From an optimization exercise on the open Yosys and OpenROAD flow, aimed at small area; shortcuts taken in it are not production practice. Function was checked by simulation only, so behaviour that the tests miss may differ from the original. No activity file was given, so power comes from the tool's default toggle rates. No driver is modelled on the clock port, so clocking that relies on it looks cheaper here than on a real chip.

==> inputs of v22 <==
// decodeStage
module decodeStage (
	input  logic                                clk,
	input  logic                                rstN,
	input  mipsPkg::instrWord                   instrD,
	input  logic [mipsPkg::dataWidth-1:0]       pcD,
	input  logic [mipsPkg::regAddrWidth-1:0]    wbAddr,
	input  logic [mipsPkg::dataWidth-1:0]       wbData,
	input  logic                                regWrite,
	input  logic [mipsPkg::dataWidth-1:0]       resultM,
	input  logic [1:0]                          fwdSelA,
	input  logic [1:0]                          fwdSelB,
	input  logic                                idExClr,
	output logic [1:0]                          pcSel,
	output logic [mipsPkg::dataWidth-1:0]       pcJump,
	output logic [mipsPkg::dataWidth-1:0]       pcReg,
	output logic [mipsPkg::dataWidth-1:0]       pcBranch,
	output logic [mipsPkg::dataWidth-1:0]       pcE,
	output mipsPkg::instrWord                   instrE,
	output logic [mipsPkg::dataWidth-1:0]       opAE,
	output logic [mipsPkg::dataWidth-1:0]       opBE,
	output logic [mipsPkg::dataWidth-1:0]       immE,
	output logic                                mdStartE
);
	logic [31:1]                   valid;
	logic [31:1][mipsPkg::dataWidth-1:0] regs;
	logic [mipsPkg::dataWidth-1:0] opA;
	logic [mipsPkg::dataWidth-1:0] opB;
	logic [mipsPkg::dataWidth-1:0] immExt;
	logic                          keepE;
	assign keepE = rstN && !idExClr;
	regFile rf (
		.clk(clk), .rstN(rstN),
		.wbAddr(wbAddr), .wbData(wbData), .regWrite(regWrite),
		.valid(valid), .regs(regs)
	);
	operandFwd fwdA (
		.ra(instrD.r.rs), .fwdSel(fwdSelA), .valid(valid), .regs(regs),
		.resultM(resultM), .wbData(wbData), .op(opA)
	);
	operandFwd fwdB (
		.ra(instrD.r.rt), .fwdSel(fwdSelB), .valid(valid), .regs(regs),
		.resultM(resultM), .wbData(wbData), .op(opB)
	);
	decodeCtrl ctrl (.instr(instrD), .immExt(immExt), .mdStart());
	branchUnit branch (
  ...
==> module addBitNP, before the edit <==
module addBitNP (
	input  logic a,
	input  logic b,
	input  logic cn,
	output logic s,
	output logic c
);
	logic pn;
	logic gn;
	pgInv pg (.a(a), .b(b), .pn(pn), .gn(gn));
	xor2g x (.a(pn), .b(cn), .y(s));
	carryNP u (.pn(pn), .gn(gn), .cn(cn), .c(c));
endmodule
==> module xnor2g, before the edit <==
module xnor2g (
	input  logic a,
	input  logic b,
	output logic y
);
	assign y = !(a ^ b);
endmodule
==> module nand2g, before the edit <==
module nand2g (
	input  logic a,
	input  logic b,
	output logic y
);
	assign y = !(a && b);
endmodule
==> module pgInv, before the edit <==
module pgInv (
	input  logic a,
	input  logic b,
	output logic pn,
	output logic gn
);
	xnor2g x (.a(a), .b(b), .y(pn));
	nand2g n (.a(a), .b(b), .y(gn));
endmodule
==> module carryPN, before the edit <==
module carryPN (
	input  logic p,
	input  logic g,
	input  logic c,
	output logic cn
);
	assign cn = !((p && c) || g);
endmodule
==> module carryNP, before the edit <==
module carryNP (
	input  logic pn,
	input  logic gn,
	input  logic cn,
	output logic c
);
	assign c = !((pn || cn) && gn);
endmodule
==> module addBitPN, before the edit <==
module addBitPN (
	input  logic a,
	input  logic b,
	input  logic c,
	output logic s,
	output logic cn
);
	logic p;
	logic g;
	assign p = a ^ b;
	assign g = a && b;
	assign s = p ^ c;
	carryPN u (.p(p), .g(g), .c(c), .cn(cn));
endmodule
==> module pgTrue, before the edit <==
module pgTrue (
	input  logic a,
	input  logic b,
	output logic p,
	output logic g
);
	assign p = a ^ b;
	assign g = a && b;
endmodule
==> module mux2g, before the edit <==
module mux2g (
	input  logic s,
	input  logic a0,
	input  logic a1,
	output logic y
);
	assign y = s ? a1 : a0;
endmodule
==> module xor2g, before the edit <==
module xor2g (
	input  logic a,
	input  logic b,
	output logic y
);
	assign y = a ^ b;
endmodule
==> module brAdder, before the edit <==
module brAdder (
	input  logic [29:0] a,
	input  logic [29:0] b,
	output logic [29:0] s
);
	logic [16:1]  c;
	logic [29:17] cu0;
	logic [29:17] cu1;
	logic [29:17] cu;
	logic [29:17] pu;
	logic [28:17] gu;
	logic         p16;
	assign s[0] = !(a[0] ^ b[0]);
	assign c[1] = a[0] || b[0];
	for (genvar i = 1; i < 16; i++) begin : gLow
		if (i % 2 == 1) begin : gPN
			addBitPN u (.a(a[i]), .b(b[i]), .c(c[i]), .s(s[i]), .cn(c[i+1]));
		end else begin : gNP
			addBitNP u (.a(a[i]), .b(b[i]), .cn(c[i]), .s(s[i]), .c(c[i+1]));
		end
	end
	assign p16    = a[16] ^ b[16];
	assign s[16]  = !(p16 ^ c[16]);
	assign cu0[17] = a[16] && b[16];
	assign cu1[17] = a[16] || b[16];
	for (genvar i = 17; i < 30; i++) begin : gHigh
		if (i % 2 == 1) begin : gPN
			if (i < 29) begin : gPG
				pgTrue pg (.a(a[i]), .b(b[i]), .p(pu[i]), .g(gu[i]));
				carryPN k0 (.p(pu[i]), .g(gu[i]), .c(cu0[i]), .cn(cu0[i+1]));
				carryPN k1 (.p(pu[i]), .g(gu[i]), .c(cu1[i]), .cn(cu1[i+1]));
			end else begin : gP
				xor2g px (.a(a[i]), .b(b[i]), .y(pu[i]));
			end
		end else begin : gNP
			pgInv pg (.a(a[i]), .b(b[i]), .pn(pu[i]), .gn(gu[i]));
			carryNP k0 (.pn(pu[i]), .gn(gu[i]), .cn(cu0[i]), .c(cu0[i+1]));
			carryNP k1 (.pn(pu[i]), .gn(gu[i]), .cn(cu1[i]), .c(cu1[i+1]));
		end
		mux2g m (.s(c[16]), .a0(cu1[i]), .a1(cu0[i]), .y(cu[i]));
		xor2g x (.a(pu[i]), .b(cu[i]), .y(s[i]));
	end
endmodule
==> module branchUnit, before the edit <==
module branchUnit (
	input  mipsPkg::instrWord               instr,
	input  logic [mipsPkg::dataWidth-1:0]   pc,
	input  logic [mipsPkg::dataWidth-1:0]   opA,
	input  logic [mipsPkg::dataWidth-1:0]   opB,
	input  logic [mipsPkg::dataWidth-1:0]   immExt,
	output logic [1:0]                      pcSel,
	output logic [mipsPkg::dataWidth-1:0]   pcJump,
	output logic [mipsPkg::dataWidth-1:0]   pcReg,
	output logic [mipsPkg::dataWidth-1:0]   pcBranch
);
	logic [5:0]  op;
	logic [30:0] brSum;
	logic        aEqB;
	logic        takeBranch;
	logic        isJump;
	logic        isJr;
	assign op = instr.r.op;
	brAdder add (.a(pc[31:2]), .b(immExt[29:0]), .s(brSum[30:1]));
	assign brSum[0] = 1'b0;
	assign pcBranch = {brSum[30:1], pc[1:0]};
	assign pcJump   = {pc[31:28] + {3'b000, &pc[27:2]}, instr.j.index26, 2'b00};
	assign pcReg    = opA;
	assign aEqB = (opA == opB);
	always_comb begin
		case (op)
			mipsPkg::opBeq:    takeBranch = aEqB;
			mipsPkg::opBne:    takeBranch = !aEqB;
			mipsPkg::opRegimm: takeBranch = (instr.i.rt[4:1] == 4'd0) &&
			                                (opA[31] ^ instr.i.rt[0]);
			default:           takeBranch = 1'b0;
		endcase
	end
	assign isJump = (op == mipsPkg::opJ) || (op == mipsPkg::opJal);
	assign isJr   = (op == mipsPkg::opRtype) && (instr.r.funct == mipsPkg::fnJr);
	assign pcSel = isJump     ? mipsPkg::pcJump :
	               isJr       ? mipsPkg::pcReg :
	               takeBranch ? mipsPkg::pcBranch : mipsPkg::pcSeq;
endmodule
Settings: LEC_CHECK=0, CAP_MARGIN=20, CORE_MARGIN=2, CORE_UTILIZATION=40, SLEW_MARGIN=20, SYNTH_HIERARCHICAL=1; clock period 10.0 ns.
standard.sh (not shown) runs the stock make flow with config.mk's settings and CLKGATE_MAP_FILE= SYNTH_SCRIPT=/design/flow/synth_recipe.tcl, a recipe that flattens the netlist after the stock synthesis.
==> flow/flow/run.sh <==
#!/bin/bash
# Standard layout with two knobs the flow settings do not reach: the port
# buffers are the smallest buffer, and clock tree synthesis uses no dummy loads
# and picks among smaller clock buffers.
set -euo pipefail
bash standard.sh \
  "BUFFER_PORTS_ARGS=-buffer_cell sky130_fd_sc_hd__buf_1" \
  "CTS_ARGS=-sink_clustering_enable -repair_clock_nets -dont_use_dummy_load -sink_clustering_size 30 -sink_clustering_max_diameter 120 -buf_list {sky130_fd_sc_hd__clkbuf_4 sky130_fd_sc_hd__clkbuf_8 sky130_fd_sc_hd__clkbuf_16}" \
  finish > make.log 2>&1
==> v1 (differences from v22) <==
--- a/flow/design.v
+++ b/flow/design.v
@@ -202,22 +202,9 @@
 	logic pn;
 	logic gn;
-	pgInv pg (.a(a), .b(b), .pn(pn), .gn(gn));
-	xor2g x (.a(pn), .b(cn), .y(s));
+	assign pn = !(a ^ b);
+	assign gn = !(a && b);
+	assign s  = pn ^ cn;
 	carryNP u (.pn(pn), .gn(gn), .cn(cn), .c(c));
 endmodule
-module xnor2g (
-	input  logic a,
-	input  logic b,
-	output logic y
-);
-	assign y = !(a ^ b);
-endmodule
-module nand2g (
-	input  logic a,
-	input  logic b,
-	output logic y
-);
-	assign y = !(a && b);
-endmodule
 module pgTrue (
 	input  logic a,
@@ -235,6 +222,6 @@
 	output logic gn
 );
-	xnor2g x (.a(a), .b(b), .y(pn));
-	nand2g n (.a(a), .b(b), .y(gn));
+	assign pn = !(a ^ b);
+	assign gn = !(a && b);
 endmodule
 module mux2g (
--- a/flow/config.mk
+++ b/flow/config.mk
@@ -6,7 +6,7 @@
 export NUM_CORES = 4
 export LEC_CHECK = 0
-export CAP_MARGIN = 20
+export CAP_MARGIN = 5
 export CORE_MARGIN = 2
-export CORE_UTILIZATION = 40
-export SLEW_MARGIN = 20
+export CORE_UTILIZATION = 45
+export SLEW_MARGIN = 5
 export SYNTH_HIERARCHICAL = 1
==> v2 (differences from v22) <==
--- a/flow/design.v
+++ b/flow/design.v
@@ -163,137 +163,4 @@
 `default_nettype wire
 `default_nettype none
-module carryPN (
-	input  logic p,
-	input  logic g,
-	input  logic c,
-	output logic cn
-);
-	assign cn = !((p && c) || g);
-endmodule
-module carryNP (
-	input  logic pn,
-	input  logic gn,
-	input  logic cn,
-	output logic c
-);
-	assign c = !((pn || cn) && gn);
-endmodule
-module addBitPN (
-	input  logic a,
-	input  logic b,
-	input  logic c,
-	output logic s,
-	output logic cn
-);
-	logic p;
-	logic g;
-	assign p = a ^ b;
-	assign g = a && b;
-	assign s = p ^ c;
-	carryPN u (.p(p), .g(g), .c(c), .cn(cn));
-endmodule
-module addBitNP (
-	input  logic a,
-	input  logic b,
-	input  logic cn,
-	output logic s,
-	output logic c
-);
-	logic pn;
-	logic gn;
-	pgInv pg (.a(a), .b(b), .pn(pn), .gn(gn));
-	xor2g x (.a(pn), .b(cn), .y(s));
-	carryNP u (.pn(pn), .gn(gn), .cn(cn), .c(c));
-endmodule
-module xnor2g (
-	input  logic a,
-	input  logic b,
-	output logic y
-);
-	assign y = !(a ^ b);
-endmodule
-module nand2g (
-	input  logic a,
-	input  logic b,
-	output logic y
-);
-	assign y = !(a && b);
-endmodule
-module pgTrue (
-	input  logic a,
-	input  logic b,
-	output logic p,
-	output logic g
-);
-	assign p = a ^ b;
-	assign g = a && b;
-endmodule
-module pgInv (
-	input  logic a,
-	input  logic b,
-	output logic pn,
-	output logic gn
-);
-	xnor2g x (.a(a), .b(b), .y(pn));
-	nand2g n (.a(a), .b(b), .y(gn));
-endmodule
-module mux2g (
-	input  logic s,
-	input  logic a0,
-	input  logic a1,
-	output logic y
-);
-	assign y = s ? a1 : a0;
-endmodule
-module xor2g (
-	input  logic a,
-	input  logic b,
-	output logic y
-);
-	assign y = a ^ b;
-endmodule
-module brAdder (
-	input  logic [29:0] a,
-	input  logic [29:0] b,
-	output logic [29:0] s
-);
-	logic [16:1]  c;
-	logic [29:17] cu0;
-	logic [29:17] cu1;
-	logic [29:17] cu;
-	logic [29:17] pu;
-	logic [28:17] gu;
-	logic         p16;
-	assign s[0] = !(a[0] ^ b[0]);
-	assign c[1] = a[0] || b[0];
-	for (genvar i = 1; i < 16; i++) begin : gLow
-		if (i % 2 == 1) begin : gPN
-			addBitPN u (.a(a[i]), .b(b[i]), .c(c[i]), .s(s[i]), .cn(c[i+1]));
-		end else begin : gNP
-			addBitNP u (.a(a[i]), .b(b[i]), .cn(c[i]), .s(s[i]), .c(c[i+1]));
-		end
-	end
-	assign p16    = a[16] ^ b[16];
-	assign s[16]  = !(p16 ^ c[16]);
-	assign cu0[17] = a[16] && b[16];
-	assign cu1[17] = a[16] || b[16];
-	for (genvar i = 17; i < 30; i++) begin : gHigh
-		if (i % 2 == 1) begin : gPN
-			if (i < 29) begin : gPG
-				pgTrue pg (.a(a[i]), .b(b[i]), .p(pu[i]), .g(gu[i]));
-				carryPN k0 (.p(pu[i]), .g(gu[i]), .c(cu0[i]), .cn(cu0[i+1]));
-				carryPN k1 (.p(pu[i]), .g(gu[i]), .c(cu1[i]), .cn(cu1[i+1]));
-			end else begin : gP
-				xor2g px (.a(a[i]), .b(b[i]), .y(pu[i]));
-			end
-		end else begin : gNP
-			pgInv pg (.a(a[i]), .b(b[i]), .pn(pu[i]), .gn(gu[i]));
-			carryNP k0 (.pn(pu[i]), .gn(gu[i]), .cn(cu0[i]), .c(cu0[i+1]));
-			carryNP k1 (.pn(pu[i]), .gn(gu[i]), .cn(cu1[i]), .c(cu1[i+1]));
-		end
-		mux2g m (.s(c[16]), .a0(cu1[i]), .a1(cu0[i]), .y(cu[i]));
-		xor2g x (.a(pu[i]), .b(cu[i]), .y(s[i]));
-	end
-endmodule
 module branchUnit (
 	input  mipsPkg::instrWord               instr,
@@ -314,6 +181,5 @@
 	logic        isJr;
 	assign op = instr.r.op;
-	brAdder add (.a(pc[31:2]), .b(immExt[29:0]), .s(brSum[30:1]));
-	assign brSum[0] = 1'b0;
+	assign brSum    = {pc[31:2], 1'b1} + {immExt[29:0], 1'b1};
 	assign pcBranch = {brSum[30:1], pc[1:0]};
 	assign pcJump   = {pc[31:28] + {3'b000, &pc[27:2]}, instr.j.index26, 2'b00};
==> v4 (differences from v22) <==
--- a/flow/design.v
+++ b/flow/design.v
@@ -202,22 +202,9 @@
 	logic pn;
 	logic gn;
-	pgInv pg (.a(a), .b(b), .pn(pn), .gn(gn));
-	xor2g x (.a(pn), .b(cn), .y(s));
+	assign pn = !(a ^ b);
+	assign gn = !(a && b);
+	assign s  = pn ^ cn;
 	carryNP u (.pn(pn), .gn(gn), .cn(cn), .c(c));
 endmodule
-module xnor2g (
-	input  logic a,
-	input  logic b,
-	output logic y
-);
-	assign y = !(a ^ b);
-endmodule
-module nand2g (
-	input  logic a,
-	input  logic b,
-	output logic y
-);
-	assign y = !(a && b);
-endmodule
 module pgTrue (
 	input  logic a,
@@ -235,6 +222,6 @@
 	output logic gn
 );
-	xnor2g x (.a(a), .b(b), .y(pn));
-	nand2g n (.a(a), .b(b), .y(gn));
+	assign pn = !(a ^ b);
+	assign gn = !(a && b);
 endmodule
 module mux2g (
==> summary of the runs <==
In critical path depth, v1 and v4 do not differ.
The lowest total power belongs to v1, the highest to v22.
Global-route usage, lowest first: v2, v4, v22, v1.
Synthesized cell count: v22 is smaller than v1 (0.46%).
In clock power, v2 and v22 hardly differ.
In count of clock-buffer cells in the layout, v2 and v4 do not differ.
In v1 the via count is smaller than in v2, by about 1.8%.

-- re-timing with driven ports --
The results above use ideal ports. As a check the final layouts listed here were re-extracted and re-timed, cells and wires unchanged.
Step 1: set_driving_cell puts a clkbuf_16 on clk and a buf_2 on each other input, an assumption about the parent block.
Step 2 moves the port delays by t, midway between the first and last clock arrival at a register: inputs arrive t later, outputs are due t later. That takes back most of the time a late clock gives input paths.
Slacks: ideal / step 1 / step 2; pairs: ideal / step 1.
run | t, ns | slack for setup (ns) | worst register clock-pin slew, ns | worst data-port slew with drivers (ns)
v22 | 0.734 | 0.511 / 0.487 / 0.487 | 0.12 / 0.12 | 0.09
v1 | 0.738 | 0.433 / 0.391 / 0.391 | 0.12 / 0.12 | 0.08
v2 | 0.712 | 0.151 / 0.122 / 0.122 | 0.12 / 0.12 | 0.10
v4 | 0.736 | 0.675 / 0.649 / 0.649 | 0.12 / 0.12 | 0.11
After both steps every run listed still meets setup and hold. The setup slack of v1, which loses most, moves by -0.042 ns with the drivers and by -0.042 ns with both steps.
